Source: an optimization exercise on an open RTL-to-GDS flow (aim: small area, a short achievable clock period and few clock cycles per item). Production flows keep margins and buffers that such runs may drop. Only simulation tests tie the RTL to the original design; equivalence was not proved.

## violet
// karatsuba_mul_sequencer
module karatsuba_mul_sequencer #(
  parameter int HW    = 64,
  parameter int CNT_W = 7
) (
  input  logic              clk,
  input  logic              rst_n,
  input  logic              in_valid,
  output logic              in_ready,
  input  logic [2*HW-1:0]   a,
  input  logic [2*HW-1:0]   b,
  output logic              out_valid,
  input  logic              out_ready,
  output logic [4*HW-1:0]   product,
  output logic              busy
);
==> flow/config.mk <==
export PLATFORM = sky130hd
export DESIGN_NAME = karatsuba_mul_sequencer
export DESIGN_NICKNAME = karatsuba_mul_sequencer
export VERILOG_FILES = /design/flow/design.v
export SDC_FILE = /design/flow/constraint.sdc
export NUM_CORES = 4
export LEC_CHECK = 0
export ABC_CLOCK_PERIOD_IN_PS = 4500
export CAP_MARGIN = 20
export CORE_MARGIN = 2
export CORE_UTILIZATION = 30
export SETUP_SLACK_MARGIN = 5
export SLEW_MARGIN = 60
==> flow/constraint.sdc <==
create_clock -name core_clock -period 11.0 [get_ports {clk}]
set_input_delay 2.2000 -clock core_clock [delete_from_list [all_inputs] [get_ports {clk}]]
set_output_delay 2.2000 -clock core_clock [all_outputs]
set_load 0.01 [all_outputs]
standard.sh (not shown) runs the stock make flow with config.mk's settings and CLKGATE_MAP_FILE= SYNTH_SCRIPT=/design/flow/synth_recipe.tcl, a recipe that flattens the netlist after the stock synthesis.
==> flow/flow/run.sh <==
#!/bin/bash
# Layout flow: the standard layout (standard.sh) with one change in synthesis: Yosys's
# synth runs with -noabc, so extract_fa finds the RTL's full adders before any ABC pass has
# restructured them (fewer polarity inverters between adders). The rest of synthesis
# (synth_recipe.tcl: -nofsm -noshare, flatten, renames) and every later step are unchanged.
set -euo pipefail
cd "$(dirname "$0")/.."
work=$(pwd)
sed 's/yosys synth -nofsm -noshare /yosys synth -nofsm -noshare -noabc /' synth_recipe.tcl > flow_synth.tcl
grep -q -- '-noabc' flow_synth.tcl
sed "s#${work}/synth_recipe.tcl#${work}/flow_synth.tcl#g" standard.sh > flow_standard.sh
grep -q "${work}/flow_synth.tcl" flow_standard.sh
bash flow_standard.sh finish > flow_make.log 2>&1
test -f out/final.def
Testbench counts of violet, summed over its fixed seeds: cycles 792, items 192.
### violet -> harbor
- clearing ABC_CLOCK_PERIOD_IN_PS, which used to be 4500
- swapping 60 for 80 in SLEW_MARGIN
## What came out
- violet → harbor: final period utilization rose by 2.2 points, multi-input combinational cell area rose by about 1.7%, cell area after layout rose by 12000 µm², clock-cell share of area fell by 0.32 points.
- As of harbor, number of nets at the end of the flow had risen by a few percent compared to violet.
- When the final numbers for violet and harbor were put side by side, the number of antenna violations at the first check in global routing turned out to be smaller in violet.
Changes in xenon relative to harbor:
- changing CORE_UTILIZATION from 30 to 40
- changing SLEW_MARGIN from 80 to 60
## What came out
- Compared with harbor, violation count after the first detailed-routing iteration in xenon increased by more than 10%.
- The critical path capture point comes out product_r[223] in one run and product_r[254] in the other, namely in xenon and harbor respectively.
- Re hold path depth: no difference whatsoever between harbor and xenon.
- harbor ended up with sky130_fd_sc_hd__fa_1 as its slowest stage cell on the critical path; xenon ended up with sky130_fd_sc_hd__a21boi_1.
- Of harbor and xenon, the higher clock tree skew after final layout belongs to xenon.
Relative to xenon, the following input files were edited for maple:
- CORE_UTILIZATION: 40 -> 30
Findings:
The flop-to-flop setup slack of maple exceeds that of xenon by 0.20 ns. maple improves on xenon in remaining max-slew budget at the tightest pin. Diff xenon..maple | worst-case clock buffer depth | unchanged. Achievable frequency on maple is ahead of xenon. Cell total after placement went up by a little under 10% going from xenon to maple. The critical-path cell with the highest stage delay comes out sky130_fd_sc_hd__a221oi_1 in one run and sky130_fd_sc_hd__a21boi_1 in the other, namely in maple and xenon respectively. product_r[219] as the timing endpoint of the critical path was reported by maple, and product_r[223] by xenon.

-- separate check: timing with driven ports --
Ports are ideal in the flow. The routed layouts listed here were re-timed in OpenROAD. Step 1 assumes that a clkbuf_16 drives the clock port and a buf_2 every other input. Step 2, shift: input delay + t, output delay - t, t = (earliest + latest rising clock arrival at the registers) / 2. This alone moves slack from input paths to output paths. Three values: ideal ports, drivers, drivers and shift; two values: the first two.
run | t (ns) | setup slack, ns | worst setup path after step 2
violet | 0.959 | 5.555 / 5.555 / 5.555 | register to register
harbor | 0.963 | 5.308 / 5.308 / 5.308 | register to register
xenon | 0.939 | 5.359 / 5.359 / 5.067 | input to register
maple | 0.959 | 5.555 / 5.555 / 5.555 | register to register
After both steps every run listed still meets setup and hold. For xenon, which loses most, drivers alone change the setup slack by 0.000 ns; drivers and shift together by -0.292 ns.
